Background: an optimization exercise with open tools, aiming at small area, a short achievable clock period and few clock cycles per item. Do not read the settings as production practice.
Only the layout flow was run in this run; the RTL was not checked for function there.
Power and IR drop assume default switching activity.

==> design.v <==
`default_nettype none
package pal_pkg;
  localparam int PAL_CAPACITY = 128;
  localparam int CMD_W = 2;
  localparam int POS_W = 8;
  localparam int VAL_W = 32;
  localparam int STS_W = 2;
  localparam int IDX_W = 7;
  localparam int LEN_W = 8;
  typedef enum logic [CMD_W-1:0] {
    CMD_INSERT = 2'd0,
    CMD_DELETE = 2'd1,
    CMD_LOCATE = 2'd2
  } pal_cmd_t;
  typedef enum logic [STS_W-1:0] {
    ST_OK       = 2'd0,
    ST_BAD      = 2'd1,
    ST_NOTFOUND = 2'd2
  } pal_status_t;
  typedef enum logic [1:0] {
    S_IDLE,
    S_SCAN,
    S_FINISH
  } pal_state_t;
endpackage
`default_nettype wire
`default_nettype none
import pal_pkg::*;
module pal_store #(
  parameter int CAPACITY = pal_pkg::PAL_CAPACITY,
  parameter int GRP      = 8,
  localparam int ADDR_W  = $clog2(CAPACITY),
  localparam int CNT_W   = $clog2(CAPACITY + 1),
  localparam int NGRP    = CAPACITY / GRP,
  localparam int GIDX_W  = $clog2(GRP)
) (
  input  wire logic                      clk,
  input  wire logic                      ins,       
  input  wire logic                      del,       
  input  wire logic [ADDR_W-1:0]         pidx,      
  input  wire logic [pal_pkg::VAL_W-1:0] val,       
  input  wire logic [CNT_W-1:0]          len,       
  output      logic [NGRP-1:0]           gfound,    
  output      logic [NGRP*GIDX_W-1:0]    gidx,      
  output      logic [pal_pkg::VAL_W-1:0] rd_data    
);
  logic [VAL_W-1:0] ent [CAPACITY];
  logic [CAPACITY-1:0] eq;      
  logic [CAPACITY-1:0] gt;      
  logic [CAPACITY-1:0] match;   
  for (genvar i = 0; i < CAPACITY; i++) begin : g_ent
    logic s_up, s_ld, s_dn, s_hd;
    logic [VAL_W-1:0] lo, hi;
    assign eq[i] = (pidx == ADDR_W'(i));
    assign gt[i] = (pidx <  ADDR_W'(i));
    assign s_ld = ins & eq[i];
    assign s_up = ins & gt[i];
    assign s_dn = del & (eq[i] | gt[i]);
    assign s_hd = ~(s_ld | s_up | s_dn);
    if (i == 0) begin : g_lo0
      assign lo = '0;
    end else begin : g_lo
      assign lo = ent[i-1];
    end
    if (i == CAPACITY-1) begin : g_hi0
      assign hi = '0;
    end else begin : g_hi
      assign hi = ent[i+1];
    end
    always_ff @(posedge clk) begin
      ent[i] <= ({VAL_W{s_ld}} & val) | ({VAL_W{s_up}} & lo) |
                ({VAL_W{s_dn}} & hi)  | ({VAL_W{s_hd}} & ent[i]);
    end
    assign match[i] = (ent[i] == val) && (CNT_W'(i) < len);
  end
  always_comb begin
    rd_data = '0;
    for (int i = 0; i < CAPACITY; i++) begin
      rd_data = rd_data | (ent[i] & {VAL_W{eq[i]}});
    end
  end
  for (genvar g = 0; g < NGRP; g++) begin : g_grp
    logic [GIDX_W-1:0] idx;
    always_comb begin
      idx = '0;
      for (int k = GRP - 1; k >= 0; k--) begin
        if (match[g*GRP + k]) idx = GIDX_W'(k);
      end
    end
    assign gfound[g] = |match[g*GRP +: GRP];
    assign gidx[g*GIDX_W +: GIDX_W] = idx;
  end
endmodule
`default_nettype wire
`default_nettype none
import pal_pkg::*;
module pal_seq #(
  parameter int CAPACITY = pal_pkg::PAL_CAPACITY,
  parameter int GRP      = 8,
  localparam int ADDR_W  = $clog2(CAPACITY),
  localparam int CNT_W   = $clog2(CAPACITY + 1),
  localparam int NGRP    = CAPACITY / GRP,
  localparam int GIDX_W  = $clog2(GRP)
) (
  input  wire logic                      clk,
  input  wire logic                      rst,
  input  wire logic                      req_valid,
  output      logic                      req_ready,
  input  wire logic [pal_pkg::CMD_W-1:0] req_command,
  input  wire logic [pal_pkg::POS_W-1:0] req_position,
  input  wire logic [pal_pkg::VAL_W-1:0] req_item_value,
  output      logic                      rsp_valid,
  input  wire logic                      rsp_ready,
  output      logic [pal_pkg::STS_W-1:0] rsp_status,
  output      logic [pal_pkg::VAL_W-1:0] rsp_removed_value,
  output      logic [pal_pkg::IDX_W-1:0] rsp_found_index,
  output      logic [pal_pkg::LEN_W-1:0] rsp_list_length,
  output      logic                      st_ins,
  output      logic                      st_del,
  output      logic [ADDR_W-1:0]         st_pidx,
  output      logic [pal_pkg::VAL_W-1:0] st_val,
  output      logic [CNT_W-1:0]          st_len,
  input  wire logic [NGRP-1:0]           st_gfound,
  input  wire logic [NGRP*GIDX_W-1:0]    st_gidx,
  input  wire logic [pal_pkg::VAL_W-1:0] st_rd_data
);
  localparam int CMP_W = ((CNT_W > POS_W) ? CNT_W : POS_W) + 1;
  logic [CNT_W-1:0] count;
  logic              a_valid;
  logic [CMD_W-1:0]  a_cmd;
  logic              a_ins;
  logic              a_del;
  logic [ADDR_W-1:0] a_pidx;
  logic [VAL_W-1:0]  a_val;
  logic [CNT_W-1:0]  a_len;
  logic                   b_valid;
  logic [CMD_W-1:0]       b_cmd;
  logic                   b_ok;
  logic [CNT_W-1:0]       b_len;
  logic [VAL_W-1:0]       b_removed;
  logic [NGRP-1:0]        b_gfound;
  logic [NGRP*GIDX_W-1:0] b_gidx;
  logic [1:0]        q_cnt;
  logic              o_valid;
  logic [STS_W-1:0]  o_status,  s_status;
  logic [VAL_W-1:0]  o_removed, s_removed;
  logic [IDX_W-1:0]  o_index,   s_index;
  logic [LEN_W-1:0]  o_length,  s_length;
  logic              accept, exec, move_b, take;
  logic [CMP_W-1:0]  posx, cntx;
  logic              ok_ins, ok_del;
  logic [CNT_W-1:0]  count_next;
  logic              a_valid_next, b_valid_next;
  logic [1:0]        q_cnt_next;
  logic              found;
  logic [ADDR_W-1:0] fidx;
  logic [STS_W-1:0]  r_status;
  logic [IDX_W-1:0]  r_index;
  assign take   = o_valid && rsp_ready;
  assign move_b = b_valid && (q_cnt != 2'd2);
  assign exec   = a_valid && (!b_valid || move_b);
  assign accept = req_valid && req_ready;
  assign posx   = CMP_W'(req_position);
  assign cntx   = CMP_W'(count);
  assign ok_ins = (req_command == CMD_INSERT) && (req_position != '0) &&
                  (posx <= cntx + CMP_W'(1)) && (cntx < CMP_W'(CAPACITY));
  assign ok_del = (req_command == CMD_DELETE) && (req_position != '0) && (posx <= cntx);
  always_comb begin
    count_next = count;
    if (ok_ins) count_next = count + CNT_W'(1);
    if (ok_del) count_next = count - CNT_W'(1);
  end
  assign st_ins  = exec && a_ins;
  assign st_del  = exec && a_del;
  assign st_pidx = a_pidx;
  assign st_val  = a_val;
  assign st_len  = a_len;
  always_comb begin
    found = 1'b0;
    fidx  = '0;
    for (int g = NGRP - 1; g >= 0; g--) begin
      if (b_gfound[g]) begin
        found = 1'b1;
        fidx  = ADDR_W'(g * GRP) | ADDR_W'(b_gidx[g*GIDX_W +: GIDX_W]);
      end
    end
  end
  always_comb begin
    r_status = ST_BAD;
    r_index  = '0;
    case (b_cmd)
      CMD_INSERT: if (b_ok) r_status = ST_OK;
      CMD_DELETE: if (b_ok) r_status = ST_OK;
      CMD_LOCATE: begin
        if (found) begin
          r_status = ST_OK;
          r_index  = IDX_W'(fidx);
        end else begin
          r_status = ST_NOTFOUND;
        end
      end
      default: r_status = ST_BAD;
    endcase
  end
  always_comb begin
    a_valid_next = a_valid;
    if (exec)   a_valid_next = 1'b0;
    if (accept) a_valid_next = 1'b1;
    b_valid_next = b_valid;
    if (move_b) b_valid_next = 1'b0;
    if (exec)   b_valid_next = 1'b1;
    q_cnt_next = q_cnt;
    case ({move_b, take})
      2'b10:   q_cnt_next = q_cnt + 2'd1;
      2'b01:   q_cnt_next = q_cnt - 2'd1;
      default: q_cnt_next = q_cnt;
    endcase
  end
  always_ff @(posedge clk) begin
    if (rst) begin
      count     <= '0;
      a_valid   <= 1'b0;
      b_valid   <= 1'b0;
      q_cnt     <= 2'd0;
      o_valid   <= 1'b0;
      req_ready <= 1'b1;
    end else begin
      if (accept) count <= count_next;
      a_valid   <= a_valid_next;
      b_valid   <= b_valid_next;
      q_cnt     <= q_cnt_next;
      o_valid   <= (q_cnt_next != 2'd0);
      req_ready <= !a_valid_next || !b_valid_next || (q_cnt_next != 2'd2);
    end
  end
  always_ff @(posedge clk) begin
    if (accept) begin
      a_cmd  <= req_command;
      a_ins  <= ok_ins;
      a_del  <= ok_del;
      a_pidx <= ADDR_W'(posx - CMP_W'(1));
      a_val  <= req_item_value;
      a_len  <= count_next;
    end
  end
  always_ff @(posedge clk) begin
    if (exec) begin
      b_cmd     <= a_cmd;
      b_ok      <= a_ins | a_del;
      b_len     <= a_len;
      b_removed <= a_del ? st_rd_data : '0;
      b_gfound  <= st_gfound;
      b_gidx    <= st_gidx;
    end
  end
  always_ff @(posedge clk) begin
    if (q_cnt == 2'd0 || take) begin
      if (q_cnt == 2'd2) begin
        o_status  <= s_status;
        o_removed <= s_removed;
        o_index   <= s_index;
        o_length  <= s_length;
      end else begin
        o_status  <= r_status;
        o_removed <= b_removed;
        o_index   <= r_index;
        o_length  <= LEN_W'(b_len);
      end
    end
    if (q_cnt == 2'd1 && !take) begin
      s_status  <= r_status;
      s_removed <= b_removed;
      s_index   <= r_index;
      s_length  <= LEN_W'(b_len);
    end
  end
  assign rsp_valid         = o_valid;
  assign rsp_status        = o_status;
  assign rsp_removed_value = o_removed;
  assign rsp_found_index   = o_index;
  assign rsp_list_length   = o_length;
endmodule
`default_nettype wire
`default_nettype none
import pal_pkg::*;
module positional_array_list_unit #(
  parameter int CAPACITY = pal_pkg::PAL_CAPACITY
) (
  input  wire logic                      clk,
  input  wire logic                      rst,
  input  wire logic                      req_valid,
  output      logic                      req_ready,
  input  wire logic [pal_pkg::CMD_W-1:0] req_command,
  input  wire logic [pal_pkg::POS_W-1:0] req_position,
  input  wire logic [pal_pkg::VAL_W-1:0] req_item_value,
  output      logic                      rsp_valid,
  input  wire logic                      rsp_ready,
  output      logic [pal_pkg::STS_W-1:0] rsp_status,
  output      logic [pal_pkg::VAL_W-1:0] rsp_removed_value,
  output      logic [pal_pkg::IDX_W-1:0] rsp_found_index,
  output      logic [pal_pkg::LEN_W-1:0] rsp_list_length
);
  localparam int ADDR_W = $clog2(CAPACITY);
  localparam int CNT_W  = $clog2(CAPACITY + 1);
  localparam int GRP    = 8;
  localparam int NGRP   = CAPACITY / GRP;
  localparam int GIDX_W = $clog2(GRP);
  logic              st_ins;
  logic              st_del;
  logic [ADDR_W-1:0] st_pidx;
  logic [VAL_W-1:0]  st_val;
  logic [CNT_W-1:0]  st_len;
  logic [NGRP-1:0]        st_gfound;
  logic [NGRP*GIDX_W-1:0] st_gidx;
  logic [VAL_W-1:0]  st_rd_data;
  pal_store #(.CAPACITY(CAPACITY), .GRP(GRP)) u_store (
    .clk     (clk),
    .ins     (st_ins),
    .del     (st_del),
    .pidx    (st_pidx),
    .val     (st_val),
    .len     (st_len),
    .gfound  (st_gfound),
    .gidx    (st_gidx),
    .rd_data (st_rd_data)
  );
  pal_seq #(.CAPACITY(CAPACITY), .GRP(GRP)) u_seq (
    .clk               (clk),
    .rst               (rst),
    .req_valid         (req_valid),
    .req_ready         (req_ready),
    .req_command       (req_command),
    .req_position      (req_position),
    .req_item_value    (req_item_value),
    .rsp_valid         (rsp_valid),
    .rsp_ready         (rsp_ready),
    .rsp_status        (rsp_status),
    .rsp_removed_value (rsp_removed_value),
    .rsp_found_index   (rsp_found_index),
    .rsp_list_length   (rsp_list_length),
    .st_ins            (st_ins),
    .st_del            (st_del),
    .st_pidx           (st_pidx),
    .st_val            (st_val),
    .st_len            (st_len),
    .st_gfound         (st_gfound),
    .st_gidx           (st_gidx),
    .st_rd_data        (st_rd_data)
  );
endmodule
`default_nettype wire
==> run.sh <==
#!/bin/bash
# synth_recipe.tcl (not shown) runs the flow's synth.tcl, then flattens the netlist and writes it again
# the make line also repeats each setting of config.mk as NAME=value (left out here)
make -C /OpenROAD-flow-scripts/flow DESIGN_CONFIG=/design/flow/config.mk WORK_HOME=/design/flow/orfs CLKGATE_MAP_FILE= SYNTH_SCRIPT=/design/flow/synth_recipe.tcl finish
==> config.mk <==
export PLATFORM = sky130hd
export DESIGN_NAME = positional_array_list_unit
export DESIGN_NICKNAME = positional_array_list_unit
export VERILOG_FILES = /design/flow/design.v
export SDC_FILE = /design/flow/constraint.sdc
export NUM_CORES = 4
export LEC_CHECK = 0
export CAP_MARGIN = 20
export CORE_MARGIN = 2
export CORE_UTILIZATION = 60
export PLACE_DENSITY = 0.68
export SLEW_MARGIN = 20
==> constraint.sdc <==
create_clock -name core_clock -period 5.5 [get_ports {clk}]
set_input_delay 1.1000 -clock core_clock [delete_from_list [all_inputs] [get_ports {clk}]]
set_output_delay 1.1000 -clock core_clock [all_outputs]
set_load 0.01 [all_outputs]
==> notes.md <==
-- how the worst min path moves through the flow --
stage	endpoint	slack (ns)
after CTS	u_store.ent[11][24]	0.44
after detailed placement	u_store.ent[11][24]	0.43
after global placement	u_seq.s_length[6]	0.43
after floorplan	u_seq.b_cmd[0]	0.40
-- power by group through the flow --
stage	Combinational (mW)	Sequential (mW)	Clock, mW
floorplan	7.74	37.9	0
global placement	13.5	45.4	0
detailed placement	13.8	45.4	0
CTS	13.9	44.7	33.6
-- metrics by stage --
stage	power [mW]	instances
detailed placement	59.2	34200
global placement	58.9	34200
CTS	92.2	35100
floorplan	45.6	29700
-- cells in the mapped netlist, types with 48 or more instances --
cell,instances
xnor2_1,1358
a22oi_1,2307
nor3_1,311
nor2_1,527
mux2_2,63
a22o_1,575
a221o_1,329
buf_2,325
clkbuf_1,2483
a222oi_1,3314
or2_2,48
xor2_1,2755
nor4_1,805
inv_1,101
a21oi_1,238
and2_1,55
o22ai_1,131
edfxtp_1,256
nand4_1,615
o2111ai_1,80
mux2i_1,55
nand3_1,368
o21ai_0,139
buf_1,348
a221oi_1,264
nand2_1,7153
dfxtp_1,4110
-- metal layers --
metal / GRT usage / overflow
met2: 1.50 / 45100
met4: 1.15 / 8857
met1: 1.18 / 22800
met3: 1.08 / 9799
met5: 0.994 / 1018
-- logic make-up after synthesis --
logic type / count (synthesis) / share of synthesized area
simple gates: 10100 / 0.174
compound gates: 7674 / 0.266
flops: 4366 / 0.359
xor+xnor: 4113 / 0.144
buf+inv: 3274 / 0.0509
mux: 118 / 0.00502
fa+ha+maj: 26 / 0.00129
-- repair_timing --
| action | CTS |
|---|---|
| setup endpoints to repair | 1 |
| cloned | 0 |
| hold endpoints to repair | 0 |
| resized for setup | 1 |
==> notes.md <==
* Detailed Place HPWL at 1910 mm
* Die X-Extent at 650 µm
* Mapped Area at 251000 µm²
* Initial core utilization at 0.602
* FF+latch count, synth at 4366
* First-pass GRT wire length at 3540 mm
* Synth Instances at 29.7k
* Post-synth EDFFs at 256
* Routability cong. at 2.64
* Total GRT Usage at 1.24
* Synth top area cells: dfxtp_1 (33%), a222oi_1 (13%), nand2_1 (11%)
* Hold buffers post-CTS at 0
* Largest net degree at the start of global routing at 71
* Sequential fraction of the synthesis area at 0.359
* Status: did not finish
* Die height at 650 µm
* # rows at 237
* Vias in the first global route at 327k
* Avg Cell Area, Syn at 8.44 µm²
* Num CTS Buffers at 470
* Place WS at -0.0345 ns
* Clk sink count at 4366
* Count of cell types in the netlist at 87
* CTS Buffer Depth at 4
* Synth warn at 3
* Port Buf Inserts at 96
* H-tree depth at 5
* Syn nets at 29.8k
* Post-CTS setup repair buffer count at 0
* Async SR Flop Fraction at 0
* I/O pin total at 97
* Post-synth top flop: dfxtp_1
* Clock Root Buffer: clkbuf_16
* First error: [ERROR GRT-0116] Global routing finished with congestion. Check the congestion regions in the DRC Viewer.
* Yosys top cell area share at 0.328
* GR Overflow Total at 87.6k
* Stop stage: 5_1_grt
* Leading area contributor after synthesis: dfxtp_1
* Area after DPL at 267000 µm²
